Context: an optimization exercise on an open-source flow, tuned for small area, a short achievable clock period and few clock cycles. The choices shown serve that exercise and are no tape-out recipe. The RTL was checked by simulation tests, not by an equivalence proof against the original design.

$ cat design/flow/run.sh
#!/bin/bash
# synth_recipe.tcl (not shown) runs the flow's synth.tcl, then flattens the netlist and writes it again
# the make line also repeats each setting of config.mk as NAME=value (left out here)
make -C /OpenROAD-flow-scripts/flow DESIGN_CONFIG=/design/flow/config.mk WORK_HOME=/design/flow/orfs CLKGATE_MAP_FILE= SYNTH_SCRIPT=/design/flow/synth_recipe.tcl finish
$ cat design/flow/config.mk
export PLATFORM = sky130hd
export DESIGN_NAME = radix_number_string_parser_unit
export DESIGN_NICKNAME = radix_number_string_parser_unit
export VERILOG_FILES = /design/flow/design.v
export SDC_FILE = /design/flow/constraint.sdc
export NUM_CORES = 4
export LEC_CHECK = 0
export CAP_MARGIN = 20
export CORE_MARGIN = 2
export CORE_UTILIZATION = 40
export SLEW_MARGIN = 20
$ cat design/flow/constraint.sdc
create_clock -name core_clock -period 10.0 [get_ports {clk_i}]
set_input_delay 2.0000 -clock core_clock [delete_from_list [all_inputs] [get_ports {clk_i}]]
set_output_delay 2.0000 -clock core_clock [all_outputs]
set_load 0.01 [all_outputs]
$ cat design/flow/design.v
package rnsp_pkg;
  localparam logic [2:0] STAT_OK        = 3'd0;
  localparam logic [2:0] STAT_BAD_CHAR  = 3'd1;
  localparam logic [2:0] STAT_LATE_DIG  = 3'd2;
  localparam logic [2:0] STAT_TWO_POINT = 3'd3;
  localparam logic [2:0] STAT_OVERFLOW  = 3'd4;
endpackage
module radix_number_string_parser_unit #(
  parameter int VALUE_BITS    = 48,
  parameter int FRACTION_BITS = 16
) (
  input  logic                  clk_i,
  input  logic                  rst_ni,
  input  logic                  cfg_we_i,
  input  logic [5:0]            cfg_data_i,
  input  logic                  in_valid_i,
  output logic                  in_ready_o,
  input  logic [7:0]            char_code_i,
  input  logic                  is_last_i,
  output logic                  out_valid_o,
  input  logic                  out_ready_i,
  output logic [2:0]            status_o,
  output logic signed [VALUE_BITS-1:0] value_o
);
  localparam logic [2:0] ST_OK  = 3'd0;
  localparam logic [2:0] ST_BAD = 3'd1;
  localparam logic [2:0] ST_LATE = 3'd2;
  localparam logic [2:0] ST_TWOP = 3'd3;
  localparam logic [2:0] ST_OVF = 3'd4;
  localparam logic [1:0] PH_NONE   = 2'd0;
  localparam logic [1:0] PH_DIGITS = 2'd1;
  localparam logic [1:0] PH_CLOSED = 2'd2;
  localparam logic [2:0] CK_IDLE = 3'd0;
  localparam logic [2:0] CK_DREC = 3'd1;
  localparam logic [2:0] CK_SWAP = 3'd2;
  localparam logic [2:0] CK_MUL  = 3'd3;
  localparam logic [2:0] CK_RES  = 3'd4;
  function automatic logic [12:0] radix_info(input logic [5:0] r);
    logic [5:0] ns;
    logic [5:0] cc;
    logic       p2;
    ns = 6'd15; cc = 6'd2; p2 = 1'b0;
    case (r)
      6'd2:  begin ns = 6'd48; cc = 6'd1;  p2 = 1'b1; end
      6'd3:  begin ns = 6'd31; cc = 6'd1;  p2 = 1'b0; end
      6'd4:  begin ns = 6'd24; cc = 6'd3;  p2 = 1'b1; end
      6'd5:  begin ns = 6'd21; cc = 6'd2;  p2 = 1'b0; end
      6'd6:  begin ns = 6'd19; cc = 6'd2;  p2 = 1'b0; end
      6'd7:  begin ns = 6'd18; cc = 6'd1;  p2 = 1'b0; end
      6'd8:  begin ns = 6'd16; cc = 6'd7;  p2 = 1'b1; end
      6'd9:  begin ns = 6'd16; cc = 6'd1;  p2 = 1'b0; end
      6'd10: begin ns = 6'd15; cc = 6'd2;  p2 = 1'b0; end
      6'd11: begin ns = 6'd14; cc = 6'd8;  p2 = 1'b0; end
      6'd12: begin ns = 6'd14; cc = 6'd2;  p2 = 1'b0; end
      6'd13: begin ns = 6'd13; cc = 6'd12; p2 = 1'b0; end
      6'd14: begin ns = 6'd13; cc = 6'd4;  p2 = 1'b0; end
      6'd15: begin ns = 6'd13; cc = 6'd2;  p2 = 1'b0; end
      6'd16: begin ns = 6'd12; cc = 6'd15; p2 = 1'b1; end
      6'd17: begin ns = 6'd12; cc = 6'd8;  p2 = 1'b0; end
      6'd18: begin ns = 6'd12; cc = 6'd4;  p2 = 1'b0; end
      6'd19: begin ns = 6'd12; cc = 6'd2;  p2 = 1'b0; end
      6'd20: begin ns = 6'd12; cc = 6'd1;  p2 = 1'b0; end
      6'd21: begin ns = 6'd11; cc = 6'd16; p2 = 1'b0; end
      6'd22: begin ns = 6'd11; cc = 6'd10; p2 = 1'b0; end
      6'd23: begin ns = 6'd11; cc = 6'd6;  p2 = 1'b0; end
      6'd24: begin ns = 6'd11; cc = 6'd4;  p2 = 1'b0; end
      6'd25: begin ns = 6'd11; cc = 6'd2;  p2 = 1'b0; end
      6'd26: begin ns = 6'd11; cc = 6'd1;  p2 = 1'b0; end
      6'd27: begin ns = 6'd11; cc = 6'd1;  p2 = 1'b0; end
      6'd28: begin ns = 6'd10; cc = 6'd26; p2 = 1'b0; end
      6'd29: begin ns = 6'd10; cc = 6'd19; p2 = 1'b0; end
      6'd30: begin ns = 6'd10; cc = 6'd14; p2 = 1'b0; end
      6'd31: begin ns = 6'd10; cc = 6'd10; p2 = 1'b0; end
      6'd32: begin ns = 6'd10; cc = 6'd7;  p2 = 1'b1; end
      6'd33: begin ns = 6'd10; cc = 6'd6;  p2 = 1'b0; end
      6'd34: begin ns = 6'd10; cc = 6'd4;  p2 = 1'b0; end
      6'd35: begin ns = 6'd10; cc = 6'd3;  p2 = 1'b0; end
      6'd36: begin ns = 6'd10; cc = 6'd2;  p2 = 1'b0; end
      default: begin ns = 6'd15; cc = 6'd2; p2 = 1'b0; end
    endcase
    radix_info = {p2, cc, ns};
  endfunction
  function automatic logic [5:0] eff_radix(input logic [5:0] r);
    logic [5:0] e;
    e = r;
    if (r == 6'd0) begin
      e = 6'd10;
    end else if (r < 6'd2) begin
      e = 6'd2;
    end else if (r > 6'd36) begin
      e = 6'd36;
    end
    eff_radix = e;
  endfunction
  function automatic logic [13:0] div8(input logic [5:0] rem_in,
                                       input logic [7:0] bits,
                                       input logic [5:0] r);
    logic [6:0] t;
    logic [5:0] rm;
    logic [7:0] q;
    rm = rem_in;
    q  = '0;
    for (int i = 7; i >= 0; i--) begin
      t = {rm, bits[i]};
      if (t >= {1'b0, r}) begin
        q[i] = 1'b1;
        t    = t - {1'b0, r};
      end
      rm = t[5:0];
    end
    div8 = {rm, q};
  endfunction
  logic [5:0] r_q;
  logic [5:0] nsat_q;
  logic [5:0] c_q;
  logic       p2_q;
  logic [5:0] cfg_eff;
  logic [12:0] cfg_info;
  assign cfg_eff  = eff_radix(cfg_data_i);
  assign cfg_info = radix_info(cfg_eff);
  always_ff @(posedge clk_i or negedge rst_ni) begin
    if (!rst_ni) begin
      r_q    <= 6'd10;
      nsat_q <= 6'd15;
      c_q    <= 6'd2;
      p2_q   <= 1'b0;
    end else if (cfg_we_i) begin
      r_q    <= cfg_eff;
      nsat_q <= cfg_info[5:0];
      c_q    <= cfg_info[11:6];
      p2_q   <= cfg_info[12];
    end
  end
  localparam int EW = 13;
  logic [EW-1:0] in_ent;
  logic [7:0]    cc;
  logic          in_isd;
  logic [5:0]    in_dv;
  assign cc = char_code_i;
  always_comb begin
    in_isd = 1'b0;
    in_dv  = 6'd0;
    if (cc >= 8'h30 && cc <= 8'h39) begin
      in_isd = 1'b1;
      in_dv  = 6'(cc - 8'h30);
    end else if (cc >= 8'h41 && cc <= 8'h5a) begin
      in_isd = 1'b1;
      in_dv  = 6'(cc - 8'h37);
    end else if (cc >= 8'h61 && cc <= 8'h7a) begin
      in_isd = 1'b1;
      in_dv  = 6'(cc - 8'h57);
    end
  end
  logic in_ok_dig, in_space, in_sign, in_minus, in_point, in_bad;
  assign in_ok_dig = in_isd && (in_dv < r_q);
  assign in_space  = (cc == 8'h20);
  assign in_minus  = (cc == 8'h2d);
  assign in_sign   = (cc == 8'h2b) || in_minus;
  assign in_point  = (cc == 8'h2e);
  assign in_bad    = !in_ok_dig && !in_space && !in_sign && !in_point;
  assign in_ent    = {is_last_i, in_point, in_minus, in_sign, in_space, in_bad,
                      in_ok_dig, in_ok_dig ? in_dv : 6'd0};
  logic          h_v_q, s_v_q;
  logic [EW-1:0] h_q, s_q;
  logic          push, pop;
  assign in_ready_o = !s_v_q;
  assign push       = in_valid_i && !s_v_q;
  always_ff @(posedge clk_i or negedge rst_ni) begin
    if (!rst_ni) begin
      h_v_q <= 1'b0;
      s_v_q <= 1'b0;
    end else begin
      if (pop) begin
        if (s_v_q) begin
          s_v_q <= 1'b0;
        end else begin
          h_v_q <= push;
        end
      end else if (push) begin
        if (h_v_q) begin
          s_v_q <= 1'b1;
        end else begin
          h_v_q <= 1'b1;
        end
      end
    end
  end
  always_ff @(posedge clk_i) begin
    if (pop) begin
      h_q <= s_v_q ? s_q : in_ent;
    end else if (push && !h_v_q) begin
      h_q <= in_ent;
    end
    if (push && h_v_q && !pop) begin
      s_q <= in_ent;
    end
  end
  logic [5:0] h_dv;
  logic h_dig, h_bad, h_space, h_sign, h_minus, h_point, h_last;
  assign {h_last, h_point, h_minus, h_sign, h_space, h_bad, h_dig, h_dv} = h_q;
  logic [47:0] acc_q, w_q, value_q;
  logic [5:0]  n_q, k_q;
  logic [1:0]  phase_q;
  logic        point_q, neg_q;
  logic [2:0]  err_q;
  logic        fresh_q, fin_q;
  logic [7:0]  yh_q, yl_q;
  logic [5:0]  yrem_q;
  logic        yb_v_q, yb_first_q;
  logic [2:0]  ck_q;
  logic [2:0]  ck_cnt_q;
  logic        out_valid_q;
  logic [2:0]  status_q;
  logic [1:0] ph_c;
  logic       pt_c, ng_c;
  logic [2:0] er_c;
  logic [5:0] n_c;
  logic       sat, top;
  assign ph_c = fresh_q ? PH_NONE : phase_q;
  assign pt_c = fresh_q ? 1'b0 : point_q;
  assign ng_c = fresh_q ? 1'b0 : neg_q;
  assign er_c = fresh_q ? ST_OK : err_q;
  assign n_c  = fresh_q ? 6'd0 : n_q;
  assign sat  = (n_c >= nsat_q);
  assign top  = (n_c == nsat_q - 6'd1);
  logic [5:0]  dmul, rmul, chunk;
  logic [53:0] prod_d;
  logic [53:0] prod_r;
  logic [54:0] sum;
  logic        ck_idle;
  assign ck_idle = (ck_q == CK_IDLE);
  assign chunk   = value_q[6*ck_cnt_q +: 6];
  assign dmul    = (ck_q == CK_MUL) ? chunk : h_dv;
  assign rmul    = ((ck_idle && h_dig) || (ck_q == CK_DREC && k_q != 6'd0)) ? r_q : 6'd1;
  assign prod_d  = w_q * dmul;
  assign prod_r  = w_q * rmul;
  assign sum     = {7'd0, acc_q} + {1'b0, prod_d};
  logic vq_free;
  logic asm_now;
  logic adv;
  assign vq_free = !out_valid_q || out_ready_i;
  assign asm_now = fin_q && ck_idle && vq_free;
  assign adv     = h_v_q && ck_idle && (!fin_q || asm_now) && !(h_point && !vq_free);
  assign pop     = adv;
  logic       ok_in;
  logic       dnz;
  logic       vpnt;
  logic       pchk;
  logic [2:0] err_n;
  logic [1:0] ph_n;
  logic       pt_n, ng_n;
  assign ok_in = (er_c == ST_OK);
  assign dnz   = (h_dv != 6'd0);
  always_comb begin
    err_n = er_c;
    ph_n  = ph_c;
    pt_n  = pt_c;
    ng_n  = ng_c;
    vpnt  = 1'b0;
    pchk  = 1'b0;
    if (ok_in) begin
      if (h_dig) begin
        if (ph_c == PH_CLOSED) begin
          err_n = ST_LATE;
        end else if (dnz && sat) begin
          err_n = ST_OVF;
        end else if (dnz && !pt_c && top && (|sum[54:48])) begin
          err_n = ST_OVF;
        end else if (dnz && pt_c && top && (h_dv > c_q)) begin
          err_n = ST_OVF;
        end else begin
          ph_n = PH_DIGITS;
          pchk = dnz && pt_c && top && (h_dv == c_q) && !p2_q;
        end
      end else if (h_space) begin
        if (ph_c == PH_DIGITS) begin
          ph_n = PH_CLOSED;
        end
      end else if (h_sign && ph_c == PH_DIGITS) begin
        ph_n = PH_CLOSED;
        ng_n = h_minus;
      end else if (h_point && ph_c == PH_DIGITS) begin
        if (pt_c) begin
          err_n = ST_TWOP;
        end else if (sat) begin
          err_n = ST_OVF;
        end else begin
          pt_n = 1'b1;
          vpnt = 1'b1;
        end
      end else begin
        err_n = ST_BAD;
      end
    end
  end
  logic        ya_fire;
  logic        ya_first;
  logic [13:0] ya_out, yb_out;
  assign ya_fire  = adv && h_dig && !pt_c;
  assign ya_first = (n_c == 6'd0);
  assign ya_out   = div8(h_dv, ya_first ? 8'd0 : yh_q, r_q);
  assign yb_out   = div8(yrem_q, yb_first_q ? 8'd0 : yl_q, r_q);
  always_ff @(posedge clk_i) begin
    if (ya_fire) begin
      yh_q   <= ya_out[7:0];
      yrem_q <= ya_out[13:8];
    end
    if (yb_v_q) begin
      yl_q <= yb_out[7:0];
    end
  end
  always_ff @(posedge clk_i or negedge rst_ni) begin
    if (!rst_ni) begin
      yb_v_q     <= 1'b0;
      yb_first_q <= 1'b0;
    end else begin
      yb_v_q     <= ya_fire;
      yb_first_q <= ya_first;
    end
  end
  logic [15:0] fq;
  logic [47:0] qv, qneg;
  logic        r_ovf;
  logic [2:0]  res_status;
  logic [47:0] res_value;
  assign fq    = point_q ? {yh_q, yl_q} : 16'd0;
  assign qv    = {acc_q[31:0], fq};
  assign qneg  = 48'd0 - qv;
  assign r_ovf = (|acc_q[47:32]) ||
                 (acc_q[31] && !(neg_q && !(|acc_q[30:0]) && !(|fq)));
  always_comb begin
    if (err_q != ST_OK) begin
      res_status = err_q;
      res_value  = '0;
    end else if (r_ovf) begin
      res_status = ST_OVF;
      res_value  = '0;
    end else begin
      res_status = ST_OK;
      res_value  = neg_q ? qneg : qv;
    end
  end
  always_ff @(posedge clk_i or negedge rst_ni) begin
    if (!rst_ni) begin
      fresh_q     <= 1'b1;
      fin_q       <= 1'b0;
      ck_q        <= CK_IDLE;
      ck_cnt_q    <= 3'd0;
      out_valid_q <= 1'b0;
      status_q    <= ST_OK;
    end else begin
      if (asm_now) begin
        out_valid_q <= 1'b1;
        status_q    <= res_status;
      end else if (out_valid_q && out_ready_i) begin
        out_valid_q <= 1'b0;
      end
      if (adv && vpnt) begin
        out_valid_q <= 1'b0;
      end
      if (adv) begin
        fresh_q <= h_last;
        fin_q   <= h_last;
      end else if (asm_now) begin
        fin_q <= 1'b0;
      end
      case (ck_q)
        CK_IDLE: begin
          if (adv && pchk) begin
            ck_q <= CK_DREC;
          end
        end
        CK_DREC: begin
          if (k_q == 6'd0) begin
            ck_q <= CK_SWAP;
          end
        end
        CK_SWAP: begin
          ck_q     <= CK_MUL;
          ck_cnt_q <= 3'd0;
        end
        CK_MUL: begin
          ck_cnt_q <= ck_cnt_q + 3'd1;
          if (ck_cnt_q == 3'd7) begin
            ck_q <= CK_RES;
          end
        end
        default: begin
          ck_q <= CK_IDLE;
        end
      endcase
    end
  end
  always_ff @(posedge clk_i) begin
    if (adv) begin
      phase_q <= ph_n;
      point_q <= pt_n;
      neg_q   <= ng_n;
      err_q   <= err_n;
      n_q     <= n_c + {5'd0, h_dig && !(&n_c)};
      if (fresh_q) begin
        acc_q <= {42'd0, h_dv};
        w_q   <= h_dig ? {42'd0, r_q} : 48'd1;
      end else if (vpnt) begin
        acc_q <= '0;
        w_q   <= 48'd1;
      end else begin
        acc_q <= sum[47:0];
        w_q   <= pchk ? 48'd1 : prod_r[47:0];
      end
      if (vpnt) begin
        k_q     <= n_c;
        value_q <= acc_q;
      end
    end else begin
      case (ck_q)
        CK_DREC: begin
          w_q <= prod_r[47:0];
          if (k_q != 6'd0) begin
            k_q <= k_q - 6'd1;
          end
        end
        CK_SWAP: begin
          acc_q   <= value_q;
          value_q <= acc_q;
        end
        CK_MUL: begin
          acc_q <= sum[53:6];
        end
        CK_RES: begin
          acc_q <= value_q;
          if (|acc_q) begin
            err_q <= ST_OVF;
          end
        end
        default: begin
        end
      endcase
    end
    if (asm_now) begin
      value_q <= res_value;
    end
  end
  assign out_valid_o = out_valid_q;
  assign status_o    = status_q;
  assign value_o     = value_q;
endmodule
==> results of run 1 <==
## worst max-delay path: cells and delay by family (launching register included)
kind | cells | cell delay [ns]
buffers and inverters | 20 | 2.09
AO/OA/AOI/OAI | 33 | 6.25
multiplexers | 7 | 1.87
flip-flops | 1 | 0.56
AND/OR/NAND/NOR | 20 | 2.50
adder cells (fa/ha/maj) | 8 | 1.64
## sequential cells by signal, summed over array words and instances (netlist names), 8 cells and up
signal,cells
value_q,48
yl_q,8
w_q,48
s_q,12
yh_q,8
h_q,12
acc_q,48
## layout make-up
class                      count  share of cell area
sequential                   243               0.167
inverter                     452              0.0405
multi-input combinational   3199               0.636
timing repair buffer         501              0.0944
clock inverter                17             0.00604
antenna                        1           0.0000586
clock buffer                  45              0.0216
tap                         1165              0.0341
## logic make-up (layout without fill, tap and decap cells)
group | Yosys count | after routing | share of synthesized area
AOI/OAI and AO/OA | 844 | 844 | 0.154
and+or+nand+nor | 1388 | 1388 | 0.172
muxes | 102 | 102 | 0.0354
buffers and inverters | 653 | 1015 | 0.0688
xor gates and xnor gates | 186 | 186 | 0.0455
DFF | 243 | 243 | 0.199
adders and majority gates | 679 | 679 | 0.325
other | 0 | 1 | 0
## final timing paths
check	start	end	slack [ns]	cells after the start
worst max-delay path	fresh_q$_DFFE_PN1P_	yrem_q[2]$_DFFE_PP_	-5.18	88
worst min-delay path	c_q[1]$_DFFE_PN1P_	c_q[1]$_DFFE_PN1P_	0.51	2
worst max register to register	fresh_q$_DFFE_PN1P_	yrem_q[2]$_DFFE_PP_	-5.18	88
worst min register to register	c_q[1]$_DFFE_PN1P_	c_q[1]$_DFFE_PN1P_	0.51	2
max in group asynchronous	rst_ni	yb_v_q$_DFF_PN0_	7.82	1
min in group asynchronous	rst_ni	s_v_q$_DFFE_PN0P_	1.56	1
## synth_stat cells, types with 13 or more instances
cell type	n
clkbuf_1	183
nor2b_1	39
nand2b_1	43
o22ai_1	14
mux2i_1	42
o21ai_0	198
nor2_1	198
nand3_1	49
o31a_1	13
edfxtp_1	209
a211oi_1	20
dfrtp_1	26
a21oi_1	233
xnor2_1	116
inv_1	444
and3_1	45
o31ai_1	29
and2_1	47
o21bai_1	23
ha_1	261
nor3_1	53
a21o_1	101
a31oi_1	27
xor2_1	70
o21a_1	34
or3_1	24
nand2_1	798
mux2_2	40
nor4_1	15
fa_1	418
nand4_1	17
## timing repair
| action | in CTS | in global routing |
|---|---|---|
| gates resized for setup | 89 | 75 |
| hold buffers | 0 | 0 |
| setup endpoints to repair | 14 | 13 |
| setup buffers | 55 | 17 |
| pin swaps | 85 | 45 |
## per-stage QoR
step | cells | TNS [ns]
3_3_place_gp | 5492 | -53.76
6_report | 5623 | -48.14
2_1_floorplan | 4095 | -58.32
5_1_grt | 5622 | -53.99
3_5_place_dp | 5492 | -56.93
4_1_cts | 5608 | -49.11
## metal layers
layer	vias up	GRT usage
li1	14500	-
met1	15600	0.352
met2	1047	0.378
met3	148	0.0290
met4	0	0.0731
met5	-	0
==> out/results.tsv, run 1 <==
metric	value	unit
outcome	complete, but fails checks	
SO Viols	negative setup slack	
Max Used Layer	met4	
setup violators final	12	
H-Tree Depth	2	
Synth Area per Inst	8.74	sq um
Least-Margin Pin Slew	1.02	ns
Min-Delay Path Class	reg2reg	
highest clock rate	65.9	MHz
YS warnings	1	
CP startpoint kind	register	
critical path class	reg2reg	
global route overflow	0	
Post-Route M1 WL	49.7	mm
vias per cell	5.56	
CP max-delay cell	dfstp_2	
first-pass GRT wire length	175	mm
most common cell after layout, fill and taps aside	nand2_1	
final net count	5130	
DR WL met3	7.60	mm
final worst slack	-5.18	ns
synthesized cell area	0.0358	sq mm
top cell type's share of synthesized area	0.234	
worst endpoint required time	10.37	ns
Routed Antenna Nets	0	
crit-path max FO	4	
clock buffer depth	3	
top cell type by total area after synthesis	fa_1	
Die ar.	0.0919	sq mm
1st-iter DRT viols	2914	
vias in the first global route	31100	
Post-DP Area	0.0402	sq mm
row count	109	
Worst EP arrival	15.55	ns
hpwl dp	83.8	mm
Post-Place Worst Slack	-5.76	ns
CTS clk-pin slew, worst paths	0.06	ns
largest net degree at the start of global routing	69	
Final Util	0.482	
crit-path max cell delay	0.56	ns
Max Cap Violations	0	
final instance area	0.0427	sq mm
ys async rst share	0.140	
register bit total from synthesis	243	
area of the multi-input gates	0.0272	sq mm
register area	0.00714	sq mm
layout cell share with drive strength beyond 1	0.162	
area grow syn2layout	19.3	%
Vias	31300	
Final Routed Wirelength	110	mm
initial core utilization	0.404	
CORE AREA	0.0885	sq mm
hold slack	0.506	ns
ys flop type	edfxtp_1	
drt wl/cell	19.5	microns
initial antenna violation count	3	
IO Pins	73	
Die Ht	303	microns
CP Capture Type	register	
Clock Sinks	243	
clk_skew	0.0441	ns
gpl congestion	0.928	
Seq/Total Area, Yosys	0.199	
CTS tree	done	
layout filler cell count	8345	
cell mode on critical path	buf_4	
number of flops mapped to enable cells by yosys	209	
met2 routed wirelength	49.1	mm
worst rel slew slack	0.314	
RSZ-0062 raised after global routing	true	
Hold Vio Cnt, Final	0	
CTS buffer count	34	
Die X	303	microns
Slew Viols, Final	0	
IO Port Bufs	72	
synth top area cells	fa_1 (23%), edfxtp_1 (18%), ha_1 (9.1%)	
Residual DRC	0	
First-pass DRT Iterations	6	
synth unique cells	100	
Clock Tree Root	clkbuf_16	
period utilization	1.52	
Synth Instances	4095	
fin crit period	15.18	ns
most frequent cells in the layout	nand2_1 (793), inv_1 (430), fa_1 (417)	
Post-Synthesis Net Count	4794	
worst-skew pair later-pin latency	0.59	ns
Global Route Usage Sum	0.242	
Testbench counts, summed over its fixed seeds: cycles 5,417.
==> inputs of run 2 (changes only) <==
--- a/design/flow/design.v
+++ b/design/flow/design.v
@@ -95,17 +95,31 @@
   function automatic logic [13:0] div8(input logic [5:0] rem_in,
                                        input logic [7:0] bits,
-                                       input logic [5:0] r);
-    logic [6:0] t;
+                                       input logic [5:0] r,
+                                       input logic [6:0] r2,
+                                       input logic [6:0] r3);
+    logic [7:0] t;
+    logic [8:0] s1, s2, s3;
     logic [5:0] rm;
     logic [7:0] q;
     rm = rem_in;
     q  = '0;
-    for (int i = 7; i >= 0; i--) begin
-      t = {rm, bits[i]};
-      if (t >= {1'b0, r}) begin
-        q[i] = 1'b1;
-        t    = t - {1'b0, r};
+    for (int i = 3; i >= 0; i--) begin
+      t  = {rm, bits[2*i+1], bits[2*i]};
+      s1 = {1'b0, t} - {3'd0, r};
+      s2 = {1'b0, t} - {2'd0, r2};
+      s3 = {1'b0, t} - {2'd0, r3};
+      if (!s3[8]) begin
+        q[2*i +: 2] = 2'd3;
+        rm = s3[5:0];
+      end else if (!s2[8]) begin
+        q[2*i +: 2] = 2'd2;
+        rm = s2[5:0];
+      end else if (!s1[8]) begin
+        q[2*i +: 2] = 2'd1;
+        rm = s1[5:0];
+      end else begin
+        q[2*i +: 2] = 2'd0;
+        rm = t[5:0];
       end
-      rm = t[5:0];
     end
     div8 = {rm, q};
@@ -115,4 +129,5 @@
   logic [5:0] c_q;
   logic       p2_q;
+  logic [6:0] r2_q, r3_q;
   logic [5:0] cfg_eff;
   logic [12:0] cfg_info;
@@ -122,4 +137,6 @@
     if (!rst_ni) begin
       r_q    <= 6'd10;
+      r2_q   <= 7'd20;
+      r3_q   <= 7'd30;
       nsat_q <= 6'd15;
       c_q    <= 6'd2;
@@ -127,4 +144,6 @@
     end else if (cfg_we_i) begin
       r_q    <= cfg_eff;
+      r2_q   <= {cfg_eff, 1'b0};
+      r3_q   <= {cfg_eff, 1'b0} + {1'b0, cfg_eff};
       nsat_q <= cfg_info[5:0];
       c_q    <= cfg_info[11:6];
@@ -225,21 +244,36 @@
   assign top  = (n_c == nsat_q - 6'd1);
   logic [5:0]  dmul, rmul, chunk;
-  logic [53:0] prod_d;
-  logic [53:0] prod_r;
+  logic [23:0] w_in;
+  logic [29:0] prod_d;
+  logic [29:0] prod_r;
+  logic [53:0] addend;
   logic [54:0] sum;
+  logic [23:0] w_hi_n;
   logic        ck_idle;
+  logic        mh_q, clo_q;
+  logic [5:0]  wc6_q;
+  logic        big;
   assign ck_idle = (ck_q == CK_IDLE);
   assign chunk   = value_q[6*ck_cnt_q +: 6];
   assign dmul    = (ck_q == CK_MUL) ? chunk : h_dv;
-  assign rmul    = ((ck_idle && h_dig) || (ck_q == CK_DREC && k_q != 6'd0)) ? r_q : 6'd1;
-  assign prod_d  = w_q * dmul;
-  assign prod_r  = w_q * rmul;
-  assign sum     = {7'd0, acc_q} + {1'b0, prod_d};
+  assign rmul    = r_q;
+  assign w_in    = mh_q ? w_q[47:24] : w_q[23:0];
+  assign prod_d  = w_in * dmul;
+  assign prod_r  = w_in * rmul;
+  assign addend  = mh_q ? {prod_d, 24'd0} : {24'd0, prod_d};
+  assign sum     = {6'd0, mh_q & clo_q, acc_q} + {1'b0, addend};
+  assign w_hi_n  = prod_r[23:0] + {18'd0, wc6_q};
+  assign big     = |w_q[47:24];
   logic vq_free;
   logic asm_now;
   logic adv;
+  logic mac_op, mac_lo;
+  assign mac_op  = (ck_idle && h_v_q && h_dig && !fresh_q && !sat) ||
+                   (ck_q == CK_DREC && k_q != 6'd0) || (ck_q == CK_MUL);
+  assign mac_lo  = mac_op && big && !mh_q;
   assign vq_free = !out_valid_q || out_ready_i;
   assign asm_now = fin_q && ck_idle && vq_free;
-  assign adv     = h_v_q && ck_idle && (!fin_q || asm_now) && !(h_point && !vq_free);
+  assign adv     = h_v_q && ck_idle && (!fin_q || asm_now) && !(h_point && !vq_free) &&
+                   !mac_lo;
   assign pop     = adv;
   logic       ok_in;
@@ -299,6 +333,6 @@
   assign ya_fire  = adv && h_dig && !pt_c;
   assign ya_first = (n_c == 6'd0);
-  assign ya_out   = div8(h_dv, ya_first ? 8'd0 : yh_q, r_q);
-  assign yb_out   = div8(yrem_q, yb_first_q ? 8'd0 : yl_q, r_q);
+  assign ya_out   = div8(h_dv, ya_first ? 8'd0 : yh_q, r_q, r2_q, r3_q);
+  assign yb_out   = div8(yrem_q, yb_first_q ? 8'd0 : yl_q, r_q, r2_q, r3_q);
   always_ff @(posedge clk_i) begin
     if (ya_fire) begin
@@ -381,7 +415,9 @@
         end
         CK_MUL: begin
-          ck_cnt_q <= ck_cnt_q + 3'd1;
-          if (ck_cnt_q == 3'd7) begin
-            ck_q <= CK_RES;
+          if (!mac_lo) begin
+            ck_cnt_q <= ck_cnt_q + 3'd1;
+            if (ck_cnt_q == 3'd7) begin
+              ck_q <= CK_RES;
+            end
           end
         end
@@ -392,6 +428,24 @@
     end
   end
+  logic [47:0] w_step;
+  assign w_step = mh_q ? {w_hi_n, w_q[23:0]} : {18'd0, prod_r};
+  always_ff @(posedge clk_i or negedge rst_ni) begin
+    if (!rst_ni) begin
+      mh_q <= 1'b0;
+    end else begin
+      mh_q <= mac_lo;
+    end
+  end
   always_ff @(posedge clk_i) begin
-    if (adv) begin
+    if (mac_lo) begin
+      if (ck_q != CK_DREC) begin
+        acc_q <= sum[47:0];
+        clo_q <= sum[48];
+      end
+      if (ck_q != CK_MUL) begin
+        w_q[23:0] <= prod_r[23:0];
+        wc6_q     <= prod_r[29:24];
+      end
+    end else if (adv) begin
       phase_q <= ph_n;
       point_q <= pt_n;
@@ -407,5 +461,9 @@
       end else begin
         acc_q <= sum[47:0];
-        w_q   <= pchk ? 48'd1 : prod_r[47:0];
+        if (pchk) begin
+          w_q <= 48'd1;
+        end else if (h_dig) begin
+          w_q <= w_step;
+        end
       end
       if (vpnt) begin
@@ -416,6 +474,6 @@
       case (ck_q)
         CK_DREC: begin
-          w_q <= prod_r[47:0];
           if (k_q != 6'd0) begin
+            w_q <= w_step;
             k_q <= k_q - 6'd1;
           end
==> run 2 against run 1 <==
Compared with the run above: the run now finishes clean; hold slack worse by 0.021 ns; critical endpoint is now acc_q[41]$_DFFE_PP_; highest routed layer is now met5.
==> out/results.tsv, run 2 <==
metric	value	unit	change
outcome	finished clean		was complete, but fails checks
Final Routed Wirelength	107	mm	was 110 mm
Slew Viols, Final	0		unchanged
R2R depth	35		was 88
largest net degree at the start of global routing	69		unchanged
CORE AREA	0.0820	sq mm	was 0.0885 sq mm
initial core utilization	0.404		about the same
final instance area	0.0370	sq mm	was 0.0427 sq mm
area grow syn2layout	11.6	%	was 19.3%
drt wl/cell	21.2	microns	was 19.5 microns
crit-path max FO	19		was 4
CTS tree	done		unchanged
CP max-delay cell	mux4_2		was dfstp_2
post-route setup TNS	0	ns	was -48.14 ns
Die ar.	0.0851	sq mm	was 0.0919 sq mm
clock buffer depth	3		unchanged
post-synthesis mux area share	0.0497		was 0.0354
ys async rst share	0.160		was 0.140
hpwl dp	83.8	mm	about the same
reg2reg end	acc_q[41]$_DFFE_PP_		was yrem_q[2]$_DFFE_PP_
Hold Vio Cnt, Final	0		unchanged
Post-Place Worst Slack	0.108	ns	was -5.76 ns
vias in the first global route	28600		was 31100
Hold Path Depth	2		unchanged
Post-synth top cells	nor2_1 (410), nand2_1 (403), inv_1 (363), ha_1 (316), a21oi_1 (266)		was nand2_1 (798), inv_1 (444), fa_1 (418), ha_1 (261), a21oi_1 (233)
IO Pins	73		unchanged
worst-skew pair later-pin latency	0.57	ns	was 0.59 ns
Synth Area in Compound Gates	0.186		was 0.154
Max Cap Violations	0		unchanged
worst rel slew slack	0.310		was 0.314
antenna diode count	0		was 1
row count	105		was 109
Die Ht	292	microns	was 303 microns
Post-Synthesis Net Count	4414		was 4794
biggest regs	acc_q x48, value_q x48, w_q x48		unchanged
Seq/Total Area, Yosys	0.227		was 0.199
fin crit period	9.49	ns	was 15.18 ns
Worst Hold Launch	h_q[12]$_DFFE_PP_		was c_q[1]$_DFFE_PN1P_
Routed Antenna Nets	0		unchanged
final worst slack	0.507	ns	was -5.18 ns
highest clock rate	105	MHz	was 65.9 MHz
Worst EP arrival	9.82	ns	was 15.55 ns
First-pass DRT Iterations	9		was 6
simple-gate share of the synthesized area	0.176		was 0.172
Global Route Usage Sum	0.249		was 0.242
most frequent cell after synthesis	nor2_1		was nand2_1
RSZ-0062 raised after global routing	true		unchanged
most frequent cells in the layout	nor2_1 (407), nand2_1 (402), inv_1 (362)		was nand2_1 (793), inv_1 (430), fa_1 (417)
hold_buf cts	0		unchanged
number of flops mapped to enable cells by yosys	216		was 209
Synth Area per Inst	8.55	sq um	was 8.74 sq um
vias per cell	5.77		was 5.56
post-synthesis xor/xnor area fraction	0.0616		was 0.0455
period utilization	0.949		was 1.52
Post-DP Area	0.0356	sq mm	was 0.0402 sq mm
critical path class	reg2reg		unchanged
Clock Tree Root	clkbuf_16		unchanged
Residual DRC	0		unchanged
critical path's top delay family	compound AO/OA/AOI/OAI gates		unchanged
initial antenna violation count	1		was 3
CP Capture Type	register		unchanged
worst r2r src	ck_cnt_q[0]$_DFFE_PN0P_		was fresh_q$_DFFE_PN1P_
WHS Endpoint	fin_q$_DFFE_PN0P_		was c_q[1]$_DFFE_PN1P_
Min-Delay Path Class	reg2reg		unchanged
CTS clk-pin slew, worst paths	0.06	ns	about the same
global route overflow	0		unchanged
IO Port Bufs	72		unchanged
setup violators final	0		was 12
crit-path max cell delay	0.59	ns	was 0.56 ns
Buf+Inv Stages, Crit Path	5		was 20
H-Tree Depth	2		unchanged
Final Util	0.451		was 0.482
first-pass GRT wire length	167	mm	was 175 mm
most common cell after layout, fill and taps aside	nor2_1		was nand2_1
Adder-Cell Fraction of Synth Area	0.241		was 0.325
largest family of logic cells by synthesized area	adder cells		unchanged
Vias	29100		was 31300
CTS buffer count	35		was 34
R2R Setup Slk	0.51	ns	was -5.18 ns
CP startpoint kind	register		unchanged
gpl congestion	0.982		was 0.928
YS warnings	1		unchanged
top cell type by total area after synthesis	edfxtp_1		was fa_1
worst endpoint required time	10.33	ns	was 10.37 ns
register bit total from synthesis	257		was 243
synth unique cells	102		was 100
Least-Margin Pin Slew	1.04	ns	was 1.02 ns
Clock Sinks	257		was 243
top cell type's share of synthesized area	0.196		was 0.234
layout cell share with drive strength beyond 1	0.0826		was 0.162
synth top area cells	edfxtp_1 (20%), fa_1 (12%), ha_1 (12%)		was fa_1 (23%), edfxtp_1 (18%), ha_1 (9.1%)
1st-iter DRT viols	2583		was 2914
Synth Instances	3876		was 4095
clk_skew	0.0362	ns	was 0.0441 ns
ys flop type	edfxtp_1		unchanged
synthesized cell area	0.0331	sq mm	was 0.0358 sq mm
Die X	292	microns	was 303 microns
final net count	4494		was 5130
run 2: cell types whose count changed after synthesis, moves of 16 or more:
cell      change
o21ai_0      +16
nand2_1     -395
inv_1        -81
nor2_1      +212
xor2_1       +35
nor4_1       +16
fa_1        -216
mux2i_1      +40
ha_1         +55
clkbuf_1     -59
and3_1       -22
o22ai_1      +24
a21oi_1      +33
run 2: what timing repair did:
| action | CTS | global route |
|---|---|---|
| gates resized for setup | 0 | 29 |
| buffers inserted | 0 | 2 |
| endpoints found under the setup margin | 0 | 25 |
run 2: logic make-up (layout without fill, tap and decap cells):
kind of cell | after synthesis | in the layout
and+or+nand+nor | 1261 | 1261
AOI/OAI and AO/OA | 956 | 956
adders and majority gates | 518 | 518
buffers and inverters | 508 | 613
DFF | 257 | 257
xor gates and xnor gates | 233 | 233
muxes | 143 | 143
run 2: area by class of cell:
class,count,area [sq um]
Inverter,365,1370
Clock buffer,42,922
Multi-Input combinational cell,3111,23900
Sequential cell,257,7530
Timing Repair Buffer,186,1630
Fill cell,8109,45000
Tap cell,1070,1340
Clock inverter,20,294
run 2: worst max-delay path by stage:
stage | cells after the start | startpoint | endpoint | slack (ns)
6_report | 35 | ck_cnt_q[0]$_DFFE_PN0P_ | acc_q[41]$_DFFE_PP_ | 0.51
4_1_cts | 40 | n_q[1]$_DFFE_PP_ | yrem_q[5]$_DFFE_PP_ | 0.03
3_5_place_dp | 40 | n_q[1]$_DFFE_PP_ | yrem_q[5]$_DFFE_PP_ | 0.11
2_1_floorplan | 35 | ck_cnt_q[0]$_DFFE_PN0P_ | acc_q[41]$_DFFE_PP_ | 0.32
5_1_grt | 41 | n_q[1]$_DFFE_PP_ | yrem_q[5]$_DFFE_PP_ | -0.12
3_3_place_gp | 40 | n_q[1]$_DFFE_PP_ | yrem_q[5]$_DFFE_PP_ | 0.08
run 2: metal layers:
layer,up-vias,global-route usage,wire length (microns)
met1,14100,0.347,47700
li1,13800,-,-
met5,-,0,18
met3,196,0.0261,7020
met2,1056,0.395,47700
met4,2,0.0988,4630
run 2: worst reg2reg max path: cells and delay by family (launching register included):
| kind | cells | cell delay, ns |
|---|---|---|
| mux | 2 | 0.83 |
| compound gates | 13 | 2.91 |
| fa+ha+maj | 5 | 2.31 |
| buf+inv | 5 | 0.77 |
| simple gates | 10 | 2.08 |
| flops | 1 | 0.34 |
run 2: metrics by stage:
| step | instances | hold WS [ns] |
|---|---|---|
| floorplan | 3876 | 0.433 |
| detailed placement | 4987 | 0.466 |
| finish | 5051 | 0.485 |
| global placement | 4987 | 0.463 |
| global route | 5051 | 0.525 |
| CTS | 5049 | 0.483 |
Testbench counts of run 2, summed over its fixed seeds: cycles 5,558.

port drivers added, routing unchanged:
The flow's constraints put no driver on any port. The routed layouts listed below were extracted and timed again, unchanged, in two steps. Step 1 assumes that a clkbuf_16 drives the clock port and a buf_2 every other input. Step 2 also shifts input and output timing later by t, the mid clock arrival at the registers, as if the neighbouring blocks saw the same clock. a / b / c = no drivers / after step 1 / after step 2; a / b = the first two.
run | t, ns | setup WS [ns] | worst data-port slew with drivers (ns) | cell pins on the clock port's net
run 1 | 0.631 | -5.178 / -5.178 / -5.178 | 0.04 | 1
run 2 | 0.612 | 0.507 / 0.507 / 0.507 | 0.05 | 1
